From an optimization exercise on the open Yosys and OpenROAD flow, aimed at small area, a short achievable clock period and few clock cycles; shortcuts taken in it are not production practice. In this exercise RTL edits were held to simulation tests only and were not proved equivalent to the original. Power figures rest on the tool's default switching activity, not on a simulated workload.

## flow/design.v (module list and top-level ports; edited modules follow where they fit)
// module mod509_reduce: 35 lines
// module fast_add: 35 lines
// module fast_gt: 26 lines
// module inv_table: 917 lines
// module series_sorter: 33 lines
// module sp_top: 140 lines
module sp_top
(
	input  logic         clk,
	input  logic         rst_n,
	input  sp_pkg::series_beat_t in_beat,
	input  sp_pkg::sp_mode_t     in_mode,
	output sp_pkg::series_beat_t out_beat
);
  // ...
==> flow/flow/run.sh <==
#!/bin/bash
set -o pipefail
export SETUP_SLACK_MARGIN=6.7
bash standard.sh > standard.log 2>&1
==> flow/standard.sh <==
#!/bin/bash
# synth_recipe.tcl (not shown) runs the flow's synth.tcl, then flattens the netlist and writes it again
# the make line also repeats each setting of config.mk as NAME=value (left out here)
make -C /OpenROAD-flow-scripts/flow DESIGN_CONFIG=/design/flow/config.mk WORK_HOME=/design/flow/orfs CLKGATE_MAP_FILE= SYNTH_SCRIPT=/design/flow/synth_recipe.tcl "${@:-finish}"
==> flow/config.mk <==
export PLATFORM = sky130hd
export DESIGN_NAME = sp_top
export DESIGN_NICKNAME = sp_top
export VERILOG_FILES = /design/flow/design.v
export SDC_FILE = /design/flow/constraint.sdc
export NUM_CORES = 4
export LEC_CHECK = 0
export CAP_MARGIN = 20
export CORE_MARGIN = 2
export CORE_UTILIZATION = 40
export PLACE_DENSITY = 0.45
export SLEW_MARGIN = 20
export SYNTH_HIERARCHICAL = 1
==> flow/constraint.sdc <==
create_clock -name core_clock -period 10.0 [get_ports {clk}]
set_input_delay 2.0000 -clock core_clock [delete_from_list [all_inputs] [get_ports {clk}]]
set_output_delay 2.0000 -clock core_clock [all_outputs]
set_load 0.01 [all_outputs]
==> qor.yml, run 1 <==
pwr:
  p_int_mw: 2.705
  power_density_mw_per_mm2: 350.4
  seq_power_share: 0.227
  power.total_mw: 4.910
  max-vdd-ir-drop_v: 0.0001476
  power_leader: "combinational logic"
  switching_share: 0.4491
global_route:
  grt_overflow_total: 0
  grt_pass1_wl_mm: 62.41
  first_global_vias: 10170
  met2_usage: 0.4143
detailed_routing:
  num_vias: 10720
  drt_first_pass_iters: 6
run_status:
  outcome: "finished clean"
logic_synthesis:
  yosys_warnings: 19
  synth.top_cell.area_share: 0.2526
  synth_area_leaders: "edfxtp_1, ha_1, dfxtp_1, mux2_2, nand2_1"
  synth_top_family_by_area: "compound AO/OA/AOI/OAI gates"
  syn-cell-area_mm2: 0.01153
  syn_inst: 1253
min_path:
  min_path_type: "flop to flop"
placement:
  routabilityCongestion: 0.9818
sta:
  tns_ns: 0
  fin_crit_sh: 0.3318
  fmax_mhz: 301.4
  setup_viol: 0
worst_setup_path:
  critPathSlowestCell: "edfxtp_1"
  r2r_end: "out_d[7]"
cells_and_area:
  final_cells: 1723
  multi_input_area_share: 0.5285
  largest_reg_flops: 50
  reg.largest.list: "a (50), sort_inst.ent (45), q2 (10)"
  multi_input_area_mm2: 0.007405
clock_tree:
  cts_made_buffers: 17
  hold_buffers: 0
Testbench counts, summed over its fixed seeds: cycles 6,624.
==> run 2, diff against run 1 <==
==> flow/flow/run.sh (replaced) <==
#!/bin/bash
# Layout: the standard flow (standard.sh) with two changes to how the
# layout is made; the SDC, so the clock period and I/O constraints, is
# the standard flow's own and unchanged.
#  1. Synthesis is the standard script except that the inverse table
#     (module inv_table) is mapped by ABC for area (flow/lut_area.script)
#     before the standard ABC call maps the rest. Registers are untouched.
#  2. ORFS's timing repair aims at slack beyond the design's period, so
#     that it sizes up the longest paths.
# Usage: bash flow/run.sh [make target]   (default finish)
set -euo pipefail
here=$(pwd)
target=${1:-finish}

# synthesis script: synth_recipe.tcl sourcing a copy of ORFS's synth.tcl
# with one extra ABC call for the table module
sed "/^ *log_cmd abc {\*}\$abc_args/i\\
  log_cmd abc -script $here/flow/lut_area.script {*}[lrange \$abc_args 2 end] inv_table" \
  "$FLOW_HOME/scripts/synth.tcl" > "$here/synth_lut.tcl"
grep -q "lut_area.script" "$here/synth_lut.tcl"
sed "s#\$::env(SCRIPTS_DIR)/synth.tcl#$here/synth_lut.tcl#" "$here/synth_recipe.tcl" > "$here/synth_recipe_lut.tcl"
grep -q "synth_lut.tcl" "$here/synth_recipe_lut.tcl"

# run the synth target with that script, then the standard flow on top
make_cmd=$(grep -m1 '^make -C' "$here/standard.sh" | sed -e "s#SYNTH_SCRIPT=[^ ]*#SYNTH_SCRIPT=$here/synth_recipe_lut.tcl#" -e 's#"\${@:-finish}"##')
eval "$make_cmd synth" > "$here/synth_lut.log" 2>&1

export SETUP_SLACK_MARGIN=6.7
bash "$here/standard.sh" "$target" > "$here/standard.log" 2>&1
==> flow/flow/lut_area.script (new file) <==
strash
&get -n
&dch -f
&nf -R 1000
&put
==> run 2 against run 1 <==
Against the previous run:
- still clean
- flip-flop and latch count unchanged
- final area down 4.5%
- first-iteration DRC count is 11% lower
- count of clock-buffer cells in the layout unchanged
- synthesized cell count decreased by 6.4%
- clock skew down 0.0065 ns
- area after synthesis fell by 4.6%
- via count decreased by 4.8%
==> qor.yml, run 2 <==
die:
  die_width_um: 169.8  # was 173.8 um
  die_y_um: 169.8  # was 173.8 um
  rows: 60  # was 62
  ios: 24  # unchanged
  initial_utilization: 0.4082  # was 0.4040
  die_area_mm2: 0.02884  # was 0.03020 mm^2
  core_mm2: 0.02695  # was 0.02855 mm^2
global_route:
  first_global_vias: 9934  # was 10170
  grt_pass1_wl_mm: 59.82  # was 62.41 mm
  grtUsageTotal: 0.2742  # was 0.2711
  antenna_found_initial: 0  # was 2
  grt_max_degree: 56  # unchanged
  grt_overflow_total: 0  # unchanged
logic_synthesis:
  syn-cell-area_mm2: 0.01100  # was 0.01153 mm^2
  async_flop_share: 0.06944  # unchanged
  syn_area_per_cell_um2: 9.378  # was 9.204 um^2
  synth-simple-area-share: 0.1645  # was 0.1608
  synthFlopType: "edfxtp_1"  # unchanged
  yosys_warnings: 19  # unchanged
  yosysSeqAreaShare: 0.3549  # was 0.3385
  synth_fa_ha_area_frac: 0.1438  # was 0.1371
  synth_area_leaders: "edfxtp_1, ha_1, dfxtp_1, mux2_2, nand2_1"  # unchanged
  synth_nets: 1308  # was 1388
  synth_top_family_by_area: "compound AO/OA/AOI/OAI gates"  # unchanged
  synthXorXnorAreaFrac: 0.04368  # was 0.04166
  netlist-cell-type-count: 89  # was 93
  synthMuxAreaShare: 0.06108  # was 0.06195
  synth-seq-cells: 144  # unchanged
  synth-edff-count: 97  # unchanged
  synth.most_common_cell: "nand2_1"  # was ha_1
  synth_common_cells: "nand2_1, ha_1, edfxtp_1"  # was ha_1, nand2_1, edfxtp_1
  synth_top_area_cell: "edfxtp_1"  # unchanged
  syn_inst: 1173  # was 1253
  synth_compound_area_frac: 0.1928  # was 0.1988
  synth.top_cell.area_share: 0.2648  # was 0.2526
worst_setup_path:
  worst-setup-path-type: "flop to flop"  # unchanged
  endpoint_kind: "flop"  # unchanged
  crit_arrival_ns: 3.61  # was 3.63 ns
  crit_path_start_kind: "flop"  # unchanged
  worst_ep_required_time_ns: 10.32  # about the same
  crit_fanout: 12  # was 3
cells_and_area:
  largest_reg_flops: 50  # unchanged
  nNetsFinal: 1400  # was 1461
  syn2layout_area_growth_pct: 21.61  # was 21.49%
  final_cell_mix: "nand2_1, edfxtp_1, ha_1"  # unchanged
  fill_cells: 2592  # was 2734
  diodes: 0  # unchanged
  largest-register: "a"  # unchanged
  reg.largest.list: "a (50), sort_inst.ent (45), q2 (10)"  # unchanged
  final_common_cell: "nand2_1"  # unchanged
  drive_gt1_frac: 0.2128  # was 0.2345
clock_tree:
  insertion_delay_ns: 0.43  # was 0.44 ns
  htree_levels: 4  # unchanged
  clkSlewWorstSetupHoldPaths_ns: 0.07  # was 0.09 ns
  root_buffer: "clkbuf_16"  # unchanged
  cts_made_buffers: 17  # unchanged
  cts_sinks: 144  # unchanged
  cts_tree: "yes"  # unchanged
  hold_buffers: 0  # unchanged
  cts_buffer_depth: 2  # unchanged
sta:
  slew_viol_final: 0  # unchanged
  min_period_ns: 3.292  # was 3.318 ns
  slew_headroom: 0.2997  # was 0.3050
  setup_viol: 0  # unchanged
  worst_slew_pin_slew_ns: 1.049  # was 1.039 ns
  fin_crit_sh: 0.3292  # was 0.3318
  tns_ns: 0  # unchanged
  fmax_mhz: 303.8  # was 301.4 MHz
  finalHoldViolCount: 0  # unchanged
  rsz0062_at_grt: "yes"  # unchanged
  whs_ns: 0.4163  # was 0.4074 ns
  skew_ns: 0.01653  # was 0.02306 ns
detailed_routing:
  num_vias: 10200  # was 10720
  drt-wirelength-per-cell_um: 24.48  # was 24.75 um
  via_per_inst: 6.298  # was 6.219
  totalWireLength_mm: 39.64  # was 42.65 mm
  drc: 0  # unchanged
  dr.first_iter.drc_count: 1084  # was 1218
  drtAntennaViolNets: 0  # unchanged
  drt_first_pass_iters: 6  # unchanged
placement:
  portBuffers: 23  # unchanged
  routabilityCongestion: 1.051  # was 0.9818
  dp_hpwl_mm: 27.35  # was 28.05 mm
pwr:
  max-vdd-ir-drop_v: 0.0001464  # was 0.0001476 V
  power_density_mw_per_mm2: 347.6  # was 350.4 mW/mm^2
  power.total_mw: 4.650  # was 4.910 mW
  power_leakage_nw: 5.308  # was 5.584 nW
min_path:
  min_path_type: "flop to flop"  # unchanged
run_status:
  outcome: "finished clean"  # unchanged
job:
  drv_cap: 0  # unchanged
run 2: cell count changes after synthesis, sizes merged, moves of 6 or more:
cell	delta
nand4	-7
a21oi	-7
or3	+7
nor3	+6
nand2b	-9
clkinv	+14
clkbuf	-26
buf	-33
inv	-16
nand2	+16
run 2: what timing repair did:
item / in CTS / in global routing
resized for setup: 98 / 82
setup endpoints to repair: 32 / 26
setup buffers: 24 / 27
gates cloned: 1 / 0
pin swaps: 13 / 25
run 2: worst paths after layout:
| kind | from | end | slack [ns] | depth (start not counted) |
|---|---|---|---|---|
| max in group asynchronous | rst_n | k3[1] | 7.79 | 1 |
| setup / recovery | q2[0] | out_d[8] | 6.71 | 11 |
| min in group asynchronous | rst_n | cnt1[1] | 1.89 | 1 |
| hold reg to reg | a[2][2] | a[3][2] | 0.42 | 0 |
| hold / removal | a[2][2] | a[3][2] | 0.42 | 0 |
| setup reg to reg | q2[0] | out_d[8] | 6.71 | 11 |
run 2: Yosys stat by module (local to each module, per instance), excerpt:
module	cells inside	flops+latches	copies in the design
inv_table	461	0	1
mod509_reduce	75	0	1
sp_top	311	99	1
series_sorter	95	45	1
run 2: kinds of logic (layout without fill, tap and decap cells):
family,Yosys count,count (layout)
adders and majority gates,121,121
AOI/OAI and AO/OA,321,321
and+or+nand+nor,368,368
xor gates and xnor gates,54,54
buffers and inverters,104,209
muxes,60,60
other,1,1
DFF,144,144
run 2: per-layer routing:
layer,wire length [um],vias to the layer above,global-route usage
met5,0,-,0
met1,17310,4883,0.3768
met4,1848,0,0.1178
li1,-,4589,-
met2,16800,573,0.4082
met3,3683,152,0.07000
run 2: through the flow:
step,cell area [um^2],std cells,worst slack [ns],utilization
after CTS,12860,1592,6.680,0.4773
after global placement,11720,1535,5.427,0.4348
after global routing,13380,1619,6.561,0.4964
final,13380,1619,6.708,0.4964
after detailed placement,11720,1535,5.505,0.4348
after floorplan,11060,1173,6.707,-
run 2: worst max-delay path: stages, from the launching register on:
cell and delay [ns]:
dfxtp_1 0.31, buf_6 0.16, ha_1 0.20, fa_2 0.38
a21o_1 0.17, a21o_1 0.19, fa_1 0.45, mux2_4 0.31
or4_4 0.52, nor4_4 0.26, xnor2_1 0.17, o21ai_2 0.06
run 2: layout make-up:
cell class / count / area [um^2] / area share
Multi-Input combinational cell: 925 / 7144 / 0.5340
Sequential cell: 144 / 3949 / 0.2952
Timing Repair Buffer: 89 / 849.6 / 0.06351
Tap cell: 341 / 426.7 / 0.03189
Clock buffer: 17 / 425.4 / 0.03180
Inverter: 88 / 390.4 / 0.02918
Clock inverter: 15 / 192.7 / 0.01440
run 2: power breakdown:
group	internal, mW	leakage (nW)	switching [mW]	total [mW]
registers	0.954	1.35	0.175	1.13
clock network	0.382	0.304	0.292	0.673
logic	1.25	3.65	1.60	2.85
total	2.58	5.31	2.07	4.65
==> module fast_add, before the edit <==
module fast_add #(parameter int W = 10)
(
	input  logic [W-1:0] a,
	input  logic [W-1:0] b,
	output logic [W:0]   s
);
	localparam int L = $clog2(W);
	logic [W-1:0] p;
	logic [W-1:0] g [0:L];
	logic [W-1:0] pp [0:L];
	assign p = a ^ b;
	assign g[0] = a & b;
	assign pp[0] = p;
	generate
		for (genvar l = 0; l < L; l++) begin : lvl
			for (genvar i = 0; i < W; i++) begin : bit_i
				if (((i >> l) & 1) == 1) begin : comb
					localparam int J = ((i >> l) << l) - 1;
					assign g[l+1][i] = g[l][i] | (pp[l][i] & g[l][J]);
					assign pp[l+1][i] = pp[l][i] & pp[l][J];
				end else begin : pass
					assign g[l+1][i] = g[l][i];
					assign pp[l+1][i] = pp[l][i];
				end
			end
		end
	endgenerate
	assign s[0] = p[0];
	generate
		for (genvar i = 1; i < W; i++) begin : sum_i
			assign s[i] = p[i] ^ g[L][i-1];
		end
	endgenerate
	assign s[W] = g[L][W-1];
endmodule
==> module sp_top, before the edit <==
module sp_top
(
	input  logic         clk,
	input  logic         rst_n,
	input  sp_pkg::series_beat_t in_beat,
	input  sp_pkg::sp_mode_t     in_mode,
	output sp_pkg::series_beat_t out_beat
);
	localparam logic [2:0] LAST = 3'(6 - 1);
	logic v1;
	logic [2:0] cnt1;
	logic [7:0] idx1;
	logic sgn1;
	logic [8:0] u1;
	logic [8:0] u_in;
	sp_pkg::sp_mode_t mode_r;
	always_ff @(posedge clk or negedge rst_n) begin
		if (!rst_n) begin
			v1 <= 1'b0;
			cnt1 <= '0;
		end else begin
			v1 <= in_beat.valid;
			if (in_beat.valid)
				cnt1 <= (cnt1 == LAST) ? '0 : cnt1 + 3'd1;
		end
	end
	assign u_in = in_beat.data + 9'd1;
	always_ff @(posedge clk) begin
		sgn1 <= u_in[8];
		idx1 <= u_in[7:0] ^ {8{u_in[8]}};
		if (in_beat.valid && cnt1 == '0)
			mode_r <= in_mode;
	end
	logic v2;
	logic idle;
	logic from_in;
	logic sort_nx;
	logic [8:0] u_nx;
	logic [8:0] w_nx;
	logic [8:0] u2;
	logic [9:0] q2;
	logic [8:0] inv1;
	assign idle = (cnt1 == '0) && !v1;
	assign from_in = idle || !mode_r.inv_en;
	assign sort_nx = idle ? in_mode.sort_en : mode_r.sort_en;
	logic [8:0] t1;
	assign u1 = {sgn1, idx1 ^ {8{sgn1}}};
	inv_table tab_inst (
		.i7(idx1[7]), .i6(idx1[6]), .i5(idx1[5]), .i4(idx1[4]),
		.i3(idx1[3]), .i2(idx1[2]), .i1(idx1[1]), .i0(idx1[0]),
		.t8(t1[8]), .t7(t1[7]), .t6(t1[6]), .t5(t1[5]), .t4(t1[4]),
		.t3(t1[3]), .t2(t1[2]), .t1(t1[1]), .t0(t1[0])
	);
	assign inv1 = t1 ^ {9{sgn1}};
	assign u_nx = from_in ? u_in : u1;
	assign w_nx = from_in ? u_in : inv1;
	always_ff @(posedge clk or negedge rst_n) begin
		if (!rst_n)
			v2 <= 1'b0;
		else if (idle)
			v2 <= in_beat.valid && !in_mode.inv_en;
		else
			v2 <= mode_r.inv_en ? v1 : in_beat.valid;
	end
	always_ff @(posedge clk) begin
		u2 <= u_nx;
		q2 <= sort_nx ? {1'b0, w_nx} : {w_nx, 1'b0};
	end
	logic [2:0] k3;
	logic dr;
	logic sort;
	logic sh;
	logic last_in;
	logic out_v;
	logic [8:0] out_d;
	logic [9:0] uw;
	logic [9:0] a [0:6-2];
	logic [8:0] s_head;
	logic head_gt;
	logic [10:0] t_a;
	logic [10:0] t_b;
	logic [10:0] t_sum;
	logic [8:0] r;
	assign sort = mode_r.sort_en;
	assign sh = dr || (sort && v2);
	assign last_in = sort && v2 && (k3 == LAST);
	assign uw = 10'(u2) + q2;
	series_sorter sort_inst (
		.clk      (clk),
		.shift    (sh),
		.drain    (dr),
		.count    (k3),
		.din      (q2[8:0]),
		.head_gt  (head_gt),
		.head     (s_head)
	);
	always_ff @(posedge clk) begin
		if (sh) begin
			a[0] <= uw;
			for (int i = 1; i < 6 - 2; i++)
				a[i] <= a[i-1];
		end
		if (sh)
			a[6-2] <= a[6-3];
		else if (!sort_nx)
			a[6-2] <= 10'(u_nx);
	end
	fast_add #(.W(10)) add_a (.a(a[6-2]), .b(10'(s_head)), .s(t_a));
	fast_add #(.W(10)) add_b (.a(a[6-2]), .b(q2), .s(t_b));
	assign t_sum = (sort && (dr || head_gt)) ? t_a : t_b;
	mod509_reduce red_inst (
		.t (t_sum),
		.r (r)
	);
	always_ff @(posedge clk or negedge rst_n) begin
		if (!rst_n) begin
			k3 <= '0;
			dr <= 1'b0;
			out_v <= 1'b0;
		end else begin
			out_v <= dr || (v2 && (!sort || k3 == LAST));
			if (dr) begin
				if (k3 == LAST) begin
					dr <= 1'b0;
					k3 <= '0;
				end else begin
					k3 <= k3 + 3'd1;
				end
			end else if (last_in) begin
				dr <= 1'b1;
				k3 <= 3'd1;
			end else if (sort && v2) begin
				k3 <= k3 + 3'd1;
			end
		end
	end
	always_ff @(posedge clk)
		out_d <= r;
	assign out_beat = {out_v, out_d};
endmodule
==> run 3, diff against run 2 <==
--- a/flow/design.v
+++ b/flow/design.v
@@ -46,12 +46,13 @@
 		endcase
 	end
 endmodule
-module fast_add #(parameter int W = 10)
+module fast_add
 (
-	input  logic [W-1:0] a,
-	input  logic [W-1:0] b,
-	output logic [W:0]   s
+	input  logic [9:0]  a,
+	input  logic [9:0]  b,
+	output logic [10:0] s
 );
+	localparam int W = 10;
 	localparam int L = $clog2(W);
 	logic [W-1:0] p;
 	logic [W-1:0] g [0:L];
@@ -1167,8 +1168,8 @@
 		else if (!sort_nx)
 			a[6-2] <= 10'(u_nx);
 	end
-	fast_add #(.W(10)) add_a (.a(a[6-2]), .b(10'(s_head)), .s(t_a));
-	fast_add #(.W(10)) add_b (.a(a[6-2]), .b(q2), .s(t_b));
+	fast_add add_a (.a(a[6-2]), .b(10'(s_head)), .s(t_a));
+	fast_add add_b (.a(a[6-2]), .b(q2), .s(t_b));
 	assign t_sum = (sort && (dr || head_gt)) ? t_a : t_b;
 	mod509_reduce red_inst (
 		.t (t_sum),
--- a/flow/flow/run.sh
+++ b/flow/flow/run.sh
@@ -2,9 +2,10 @@
 # Layout: the standard flow (standard.sh) with two changes to how the
 # layout is made; the SDC, so the clock period and I/O constraints, is
 # the standard flow's own and unchanged.
-#  1. Synthesis is the standard script except that the inverse table
-#     (module inv_table) is mapped by ABC for area (flow/lut_area.script)
-#     before the standard ABC call maps the rest. Registers are untouched.
+#  1. Synthesis is the standard script except that the inverse table and
+#     the two output adders (modules inv_table, fast_add) are mapped by ABC
+#     for area (flow/lut_area.script) before the standard ABC call maps the
+#     rest. Registers are untouched.
 #  2. ORFS's timing repair aims at slack beyond the design's period, so
 #     that it sizes up the longest paths.
 # Usage: bash flow/run.sh [make target]   (default finish)
@@ -13,9 +14,9 @@
 target=${1:-finish}
 
 # synthesis script: synth_recipe.tcl sourcing a copy of ORFS's synth.tcl
-# with one extra ABC call for the table module
+# with one extra ABC call for those modules
 sed "/^ *log_cmd abc {\*}\$abc_args/i\\
-  log_cmd abc -script $here/flow/lut_area.script {*}[lrange \$abc_args 2 end] inv_table" \
+  log_cmd abc -script $here/flow/lut_area.script {*}[lrange \$abc_args 2 end] inv_table fast_add" \
   "$FLOW_HOME/scripts/synth.tcl" > "$here/synth_lut.tcl"
 grep -q "lut_area.script" "$here/synth_lut.tcl"
 sed "s#\$::env(SCRIPTS_DIR)/synth.tcl#$here/synth_lut.tcl#" "$here/synth_recipe.tcl" > "$here/synth_recipe_lut.tcl"
==> run 3 against run 2 <==
Against the previous run:
- still clean on timing, DRC and antenna
- non-clock buffer count is the same
- clock skew grew 0.0024 ns
- die area shrank 0.96%
- area after synthesis shrank 0.98%
- critical path type is now flop to output port
- highest routed layer unchanged
==> qor.yml, run 3 <==
sta:
  setup_viol: 0  # unchanged
  slew_headroom: 0.3993  # was 0.2997
  skew_ns: 0.01892  # was 0.01653 ns
  rsz0062_at_grt: "yes"  # unchanged
  worst_slew_pin_slew_ns: 0.9010  # was 1.049 ns
  min_period_ns: 3.260  # was 3.292 ns
  fin_crit_sh: 0.3260  # was 0.3292
  finalHoldViolCount: 0  # unchanged
  tns_ns: 0  # unchanged
  fmax_mhz: 306.7  # was 303.8 MHz
  slew_viol_final: 0  # unchanged
job:
  drv_cap: 0  # unchanged
logic_synthesis:
  syn_area_per_cell_um2: 9.334  # was 9.378 um^2
  yosys_warnings: 19  # unchanged
  netlist-cell-type-count: 84  # was 89
  yosysSeqAreaShare: 0.3584  # was 0.3549
  synth_area_leaders: "edfxtp_1, ha_1, dfxtp_1, mux2_2, nand2_1"  # unchanged
  syn-cell-area_mm2: 0.01089  # was 0.01100 mm^2
  async_flop_share: 0.06944  # unchanged
  synth_common_cells: "nand2_1, ha_1, edfxtp_1"  # unchanged
  synthFlopType: "edfxtp_1"  # unchanged
  syn_inst: 1167  # was 1173
  synth.top_cell.area_share: 0.2674  # was 0.2648
  synth-seq-cells: 144  # unchanged
  synth_nets: 1302  # was 1308
  synth.most_common_cell: "nand2_1"  # unchanged
  synth_top_area_cell: "edfxtp_1"  # unchanged
  synth-edff-count: 97  # unchanged
worst_setup_path:
  crit_fanout: 1  # was 12
  crit_path_start_kind: "flop"  # unchanged
  crit_chain: "clkdlybuf4s50_1"  # was buf_6 > ha_1 > fa_2 > a21o_1 > a21o_1 > fa_1 > mux2_4 > or4_4 > nor4_4 > xnor2_1 > o21ai_2
  worst-setup-path-type: "flop to output port"  # was flop to flop
  endpoint_kind: "output port"  # was flop
  crit_arrival_ns: 1.26  # was 3.61 ns
  cp_slowest_stage_delay_ns: 0.52  # about the same
  critPathSlowestCell: "clkdlybuf4s50_1"  # was or4_4
  worst_ep_required_time_ns: 8.00  # was 10.32 ns
  path_buf_inv: 1  # unchanged
  path_delay_family: "buffers and inverters"  # was adder cells
global_route:
  grt_max_degree: 57  # was 56
  grt_pass1_wl_mm: 60.46  # was 59.82 mm
  antenna_found_initial: 0  # unchanged
  first_global_vias: 9779  # was 9934
  grtUsageTotal: 0.2810  # was 0.2742
  grt_overflow_total: 0  # unchanged
detailed_routing:
  wl_met2_mm: 18.22  # was 16.80 mm
  drt-wirelength-per-cell_um: 25.36  # was 24.48 um
  met1Wirelength_mm: 16.73  # was 17.31 mm
  wl_met3_mm: 3.412  # was 3.683 mm
  drc: 0  # unchanged
  totalWireLength_mm: 40.93  # was 39.64 mm
  via_per_inst: 6.312  # was 6.298
  dr.first_iter.drc_count: 1398  # was 1084
  num_vias: 10190  # was 10200
  drt_first_pass_iters: 8  # was 6
  top_layer: "met4"  # unchanged
  drtAntennaViolNets: 0  # unchanged
cells_and_area:
  largest_reg_flops: 50  # unchanged
  final_util: 0.4963  # was 0.4964
  syn2layout_area_growth_pct: 22.44  # was 21.61%
  final_cells: 1614  # was 1619
  drive_gt1_frac: 0.2209  # was 0.2128
  nNetsFinal: 1394  # was 1400
  final_cell_mix: "nand2_1, edfxtp_1, ha_1"  # unchanged
  reg.largest.list: "a (50), sort_inst.ent (45), q2 (10)"  # unchanged
  final_common_cell: "nand2_1"  # unchanged
  largest-register: "a"  # unchanged
pwr:
  p_int_mw: 2.510  # was 2.582 mW
  power_switching_mw: 2.054  # was 2.068 mW
  switching_share: 0.4500  # was 0.4448
  power_density_mw_per_mm2: 342.2  # was 347.6 mW/mm^2
  combPwrFrac: 0.613  # about the same
  clock_power_share: 0.141  # was 0.145
  seq_power_share: 0.246  # was 0.243
  max-vdd-ir-drop_v: 0.0001599  # was 0.0001464 V
  power.total_mw: 4.564  # was 4.650 mW
  power_leakage_nw: 5.249  # was 5.308 nW
placement:
  dp_hpwl_mm: 28.31  # was 27.35 mm
  portBuffers: 23  # unchanged
  dp.cells: 1531  # was 1535
  routabilityCongestion: 1.078  # was 1.051
clock_tree:
  cts_made_buffers: 17  # unchanged
  cts_buffer_depth: 2  # unchanged
  htree_levels: 4  # unchanged
  root_buffer: "clkbuf_16"  # unchanged
  clkSlewWorstSetupHoldPaths_ns: 0.07  # about the same
  cts_sinks: 144  # unchanged
  insertion_delay_ns: 0.43  # about the same
  cts_tree: "yes"  # unchanged
die:
  core_mm2: 0.02688  # was 0.02695 mm^2
  initial_utilization: 0.4053  # was 0.4082
  die_width_um: 169.0  # was 169.8 um
  die_area_mm2: 0.02857  # was 0.02884 mm^2
  ios: 24  # unchanged
  rows: 60  # unchanged
  die_y_um: 169.0  # was 169.8 um
run_status:
  outcome: "finished clean"  # unchanged
min_path:
  min_path_type: "flop to flop"  # unchanged
run 3: cell count changes after synthesis, moves of 4 or more:
| cell | before | now |
|---|---|---|
| clkinv_1 | 14 | 26 |
| inv_1 | 73 | 63 |
| nand3_1 | 33 | 39 |
| a21o_1 | 9 | 5 |
| a21oi_1 | 73 | 77 |
| nand2_1 | 123 | 127 |
run 3: per-stage QoR:
stage                     worst slack [ns]  instance area (um^2)  hold slack, ns
final                                6.740                 13340          0.4159
after CTS                            6.584                 12650          0.4117
after global placement               5.384                 11610          0.4002
after floorplan                      6.707                 10930          0.4003
after detailed placement             5.615                 11610          0.4045
after global routing                 6.559                 13340          0.4186
run 3: repair_timing:
item,in CTS,in global routing
endpoints found under the setup margin,42,27
hold buffers,0,0
pin swaps,15,28
cloned,0,3
buffers inserted,16,31
resized for setup,111,102
run 3: worst paths after layout:
path                           from           to  slack (ns)  cells past startpoint
setup / recovery           out_d[7]  out_beat[7]        6.74                      1
hold / removal              a[1][6]      a[2][6]        0.42                      0
setup reg to reg            idx1[2]        q2[6]        6.76                     18
hold reg to reg             a[1][6]      a[2][6]        0.42                      0
max in group asynchronous     rst_n        k3[1]        7.79                      1
min in group asynchronous     rst_n        out_v        1.89                      1
run 3: routing by layer:
| metal | GRT usage | vias to the layer above |
|---|---|---|
| met2 | 0.4540 | 652 |
| li1 | - | 4555 |
| met4 | 0.1382 | 0 |
| met5 | 0 | - |
| met3 | 0.04653 | 225 |
| met1 | 0.3663 | 4755 |
run 3: cells by family (layout without fill, tap and decap cells):
kind of cell,Yosys count,after routing,share of synthesized area
muxes,60,60,0.06168
xor gates and xnor gates,56,56,0.04572
DFF,144,144,0.3584
AOI/OAI and AO/OA,309,309,0.1834
adders and majority gates,121,121,0.1452
other,1,2,0.0003443
and+or+nand+nor,370,370,0.1652
buffers and inverters,106,211,0.04009
run 3: cell type report:
cell class / instances / area [um^2]
Timing Repair Buffer: 89 / 885.9
Tap cell: 341 / 426.7
Clock inverter: 14 / 151.4
Multi-Input combinational cell: 917 / 7089
Sequential cell: 144 / 3958
Fill cell: 2553 / 13540
Antenna cell: 1 / 2.502
Clock buffer: 18 / 429.2
Inverter: 90 / 395.4
run 3: power by group through the flow:
stage                     registers, mW  clock network (mW)  logic (mW)
after global placement             1.16                   0        2.38
after detailed placement           1.16                   0        2.36
after global routing               1.15               0.685        3.07
after CTS                          1.14               0.659        2.49
final                              1.12               0.646        2.80
after floorplan                    1.11                   0        1.75
run 3: Yosys stat by module, one instance, submodules excluded, excerpt:
module         times used  cells inside  area [um^2]  flip-flops and latches
mod509_reduce           1            75        500.5                       0
sp_top                  1           311         4056                      99
fast_add                2            40        344.1                       0
inv_table               1           461         2786                       0
series_sorter           1            95         1873                      45
Testbench counts of run 3, summed over its fixed seeds: cycles 6,624.
==> run 4, diff against run 3 <==
--- a/flow/flow/run.sh
+++ b/flow/flow/run.sh
@@ -26,5 +26,5 @@
 make_cmd=$(grep -m1 '^make -C' "$here/standard.sh" | sed -e "s#SYNTH_SCRIPT=[^ ]*#SYNTH_SCRIPT=$here/synth_recipe_lut.tcl#" -e 's#"\${@:-finish}"##')
 eval "$make_cmd synth" > "$here/synth_lut.log" 2>&1
 
-export SETUP_SLACK_MARGIN=6.7
+export SETUP_SLACK_MARGIN=6.8
 bash "$here/standard.sh" "$target" > "$here/standard.log" 2>&1
==> run 4 against run 3 <==
Against the previous run:
- setup slack gained 0.0073 ns
- global-route usage increased by 2.1 points
- wire length up 9.1%
- clock skew up 0.0033 ns
- count of clock-buffer cells in the layout stayed put
==> qor.yml, run 4 <==
clock_tree:
  cts_tree: "yes"  # unchanged
  insertion_delay_ns: 0.43  # about the same
  root_buffer: "clkbuf_16"  # unchanged
  cts_sinks: 144  # unchanged
  clkSlewWorstSetupHoldPaths_ns: 0.07  # about the same
  htree_levels: 4  # unchanged
  cts_buffer_depth: 2  # unchanged
  cts_made_buffers: 17  # unchanged
die:
  die_y_um: 169.0  # unchanged
  rows: 60  # unchanged
  die_width_um: 169.0  # unchanged
  ios: 24  # unchanged
  initial_utilization: 0.4053  # unchanged
  core_mm2: 0.02688  # unchanged
  die_area_mm2: 0.02857  # unchanged
logic_synthesis:
  yosys_warnings: 19  # unchanged
  async_flop_share: 0.06944  # unchanged
  syn-cell-area_mm2: 0.01089  # unchanged
  synth_nets: 1302  # unchanged
  synth.top_cell.area_share: 0.2674  # unchanged
  netlist-cell-type-count: 84  # unchanged
  yosysSeqAreaShare: 0.3584  # unchanged
  synthFlopType: "edfxtp_1"  # unchanged
  synth.most_common_cell: "nand2_1"  # unchanged
  synth-edff-count: 97  # unchanged
  synth_common_cells: "nand2_1, ha_1, edfxtp_1"  # unchanged
  syn_inst: 1167  # unchanged
  synth-seq-cells: 144  # unchanged
  syn_area_per_cell_um2: 9.334  # unchanged
  synth_area_leaders: "edfxtp_1, ha_1, dfxtp_1, mux2_2, nand2_1"  # unchanged
  synth_top_area_cell: "edfxtp_1"  # unchanged
pwr:
  combPwrFrac: 0.638  # was 0.613
  switching_share: 0.4467  # was 0.4500
  max-vdd-ir-drop_v: 0.0001516  # was 0.0001599 V
  clock_power_share: 0.135  # was 0.141
  power_switching_mw: 2.184  # was 2.054 mW
  power_density_mw_per_mm2: 343.5  # was 342.2 mW/mm^2
  seq_power_share: 0.227  # was 0.246
  p_int_mw: 2.706  # was 2.510 mW
  power_leakage_nw: 5.719  # was 5.249 nW
worst_setup_path:
  critPathSlowestCell: "dfxtp_4"  # was clkdlybuf4s50_1
  r2r_end: "q2[6]"  # unchanged
  r2r-start: "idx1[0]"  # was idx1[2]
  crit_fanout: 10  # was 1
  crit_arrival_ns: 3.53  # was 1.26 ns
  crit_chain: "inv_8 > ha_4 > nand2b_4 > a21oi_4 > a211o_1 > nor3_1 > o21ai_1 > a32oi_2 > o21ai_1 > and3_1 > a21oi_2 > a211o_1 > nand4_1 > xnor2_1 > nand2_1 > nand2_1 > o22ai_2"  # was clkdlybuf4s50_1
  cp_slowest_stage_delay_ns: 0.41  # was 0.52 ns
  worst_r2r_path_depth: 17  # was 18
  r2r_slack_ns: 6.75  # was 6.76 ns
  worst-setup-path-type: "flop to flop"  # was flop to output port
  crit_path_start_kind: "flop"  # unchanged
  endpoint_kind: "flop"  # was output port
  worst_ep_required_time_ns: 10.28  # was 8.00 ns
sta:
  slew_headroom: 0.3866  # was 0.3993
  skew_ns: 0.02225  # was 0.01892 ns
  slew_viol_final: 0  # unchanged
  rsz0062_at_grt: "yes"  # unchanged
  setup_viol: 0  # unchanged
  finalHoldViolCount: 0  # unchanged
  fmax_mhz: 307.4  # was 306.7 MHz
  fin_crit_sh: 0.3253  # was 0.3260
  min_period_ns: 3.253  # was 3.260 ns
  worst_slew_pin_slew_ns: 0.9202  # was 0.9010 ns
  tns_ns: 0  # unchanged
  layout_setup_ws_ns: 6.747  # was 6.740 ns
placement:
  routabilityCongestion: 1.027  # was 1.078
  portBuffers: 23  # unchanged
  dpl_worst_slack_ns: 5.648  # was 5.615 ns
  place_area_mm2: 0.01163  # was 0.01161 mm^2
  dp_hpwl_mm: 27.92  # was 28.31 mm
global_route:
  first_global_vias: 9966  # was 9779
  grtUsageTotal: 0.3021  # was 0.2810
  antenna_found_initial: 0  # unchanged
  grt_overflow_total: 0  # unchanged
  grt_max_degree: 56  # was 57
  grt_pass1_wl_mm: 64.41  # was 60.46 mm
run_status:
  outcome: "finished clean"  # unchanged
min_path:
  min_path_type: "flop to flop"  # unchanged
  min_to: "a[3][6]"  # was a[2][6]
  worstHoldStart: "a[2][6]"  # was a[1][6]
  whs_path_depth: 0  # unchanged
cells_and_area:
  final_common_cell: "nand2_1"  # unchanged
  reg.largest.list: "a (50), sort_inst.ent (45), q2 (10)"  # unchanged
  multi_input_area_mm2: 0.007226  # was 0.007089 mm^2
  final_cell_mix: "nand2_1, buf_4, edfxtp_1"  # was nand2_1, edfxtp_1, ha_1
  largest-register: "a"  # unchanged
  regArea_mm2: 0.003959  # was 0.003958 mm^2
  nNetsFinal: 1467  # was 1394
  syn2layout_area_growth_pct: 30.69  # was 22.44%
  largest_reg_flops: 50  # unchanged
  fin_area_mm2: 0.01424  # was 0.01334 mm^2
  fill_cells: 2502  # was 2553
  diodes: 0  # was 1
  drive_gt1_frac: 0.2743  # was 0.2209
detailed_routing:
  drt-wirelength-per-cell_um: 26.48  # was 25.36 um
  drc: 0  # unchanged
  drt_first_pass_iters: 9  # was 8
  num_vias: 10750  # was 10190
  drtAntennaViolNets: 0  # unchanged
  totalWireLength_mm: 44.65  # was 40.93 mm
  dr.first_iter.drc_count: 1432  # was 1398
  via_per_inst: 6.375  # was 6.312
job:
  drv_cap: 0  # unchanged
[run 4: worst max-delay path by stage]
stage	endpoint	start	cells after the start	slack, ns
2_1_floorplan	a[4][8]	in_beat[0]	7	6.76
3_3_place_gp	out_d[1]	q2[3]	13	5.63
3_5_place_dp	out_d[6]	q2[3]	13	5.65
4_1_cts	a[4][4]	in_beat[1]	7	6.80
5_1_grt	out_d[8]	sort_inst.ent[4][2]	11	6.71
6_report	q2[6]	idx1[0]	17	6.75
[run 4: timing repair]
action	4_1_cts	5_1_grt
resized for setup	153	94
gates cloned	4	3
endpoints found under the setup margin	54	32
buffers inserted	39	76
pin swaps	15	41
hold buffers	0	0
[run 4: critical path: cells and delay by family, from the launching register on]
family | cells | cell delay [ns]
xor+xnor | 1 | 0.22
fa+ha+maj | 1 | 0.18
flops | 1 | 0.41
buf+inv | 1 | 0.13
compound gates | 8 | 1.29
simple gates | 6 | 0.87
[run 4: power groups by stage]
stage	Clock [mW]	Combinational (mW)	Sequential (mW)
floorplan	0	1.76	1.11
global placement	0	2.39	1.17
detailed placement	0	2.37	1.17
CTS	0.672	2.65	1.12
global route	0.697	3.38	1.13
finish	0.659	3.12	1.11
[run 4: per-stage QoR]
stage	cells	total power, mW	utilization	hold WS (ns)
floorplan	1167	2.875	-	0.4003
global placement	1532	3.559	0.4329	0.4013
detailed placement	1532	3.537	0.4329	0.4052
CTS	1607	4.443	0.4902	0.4081
global route	1686	5.214	0.5297	0.4109
finish	1686	4.890	0.5297	0.4104
[run 4: kinds of logic (layout without fill, tap and decap cells)]
logic type / Yosys count / after routing / share of synthesized area
and+or+nand+nor: 370 / 370 / 0.1652
buffers and inverters: 106 / 284 / 0.04009
adders and majority gates: 121 / 121 / 0.1452
DFF: 144 / 144 / 0.3584
muxes: 60 / 60 / 0.06168
xor gates and xnor gates: 56 / 56 / 0.04572
other: 1 / 1 / 0.0003443
AOI/OAI and AO/OA: 309 / 309 / 0.1834
[run 4: cell type report]
type	count	area share
multi-input combinational	917	0.5076
sequential	144	0.2781
timing repair buffer	161	0.1098
clock buffer	18	0.03164
inverter	90	0.03067
tap	341	0.02997
clock inverter	14	0.01151
timing repair inverter	1	0.0007910
[run 4: per-module statistics from Yosys, one instance, submodules excluded, a selection]
module,flip-flops and latches,cells inside
series_sorter,45,95
sp_top,99,311
inv_table,0,461
fast_add,0,40
mod509_reduce,0,75
[run 4: per-layer routing]
metal	routed length (um)	up-vias	track usage
met5	0	-	0
met4	3061	0	0.1379
met3	4323	259	0.07458
met2	19450	751	0.4702
met1	17810	5038	0.3975
li1	-	4700	-

## separate check: timing with driven ports
Ports are ideal in the flow. The routed layouts listed here were re-timed in OpenROAD. Step 1 assumes that a clkbuf_16 drives the clock port and a buf_2 every other input. Step 2 adds t to the input delays and takes it off the output delays; t is the mean of the earliest and latest rising clock arrival at the registers after step 1. Input paths then give back, and output paths get back, about the clock's delay inside the block. Slacks: ideal ports / drivers / drivers and shift; pairs: ideal ports / drivers.
| run | t, ns | slack for setup (ns) | worst slew at a driven data input, ns |
|---|---|---|---|
| run 1 | 0.475 | 6.682 / 6.682 / 6.310 | 0.06 |
| run 2 | 0.465 | 6.708 / 6.700 / 6.323 | 0.03 |
| run 3 | 0.470 | 6.740 / 6.692 / 6.364 | 0.04 |
| run 4 | 0.466 | 6.747 / 6.747 / 6.384 | 0.03 |
After both steps setup and hold are still met in every run listed. For run 2, which loses most, drivers alone change the setup slack by -0.008 ns; drivers and shift together by -0.385 ns.
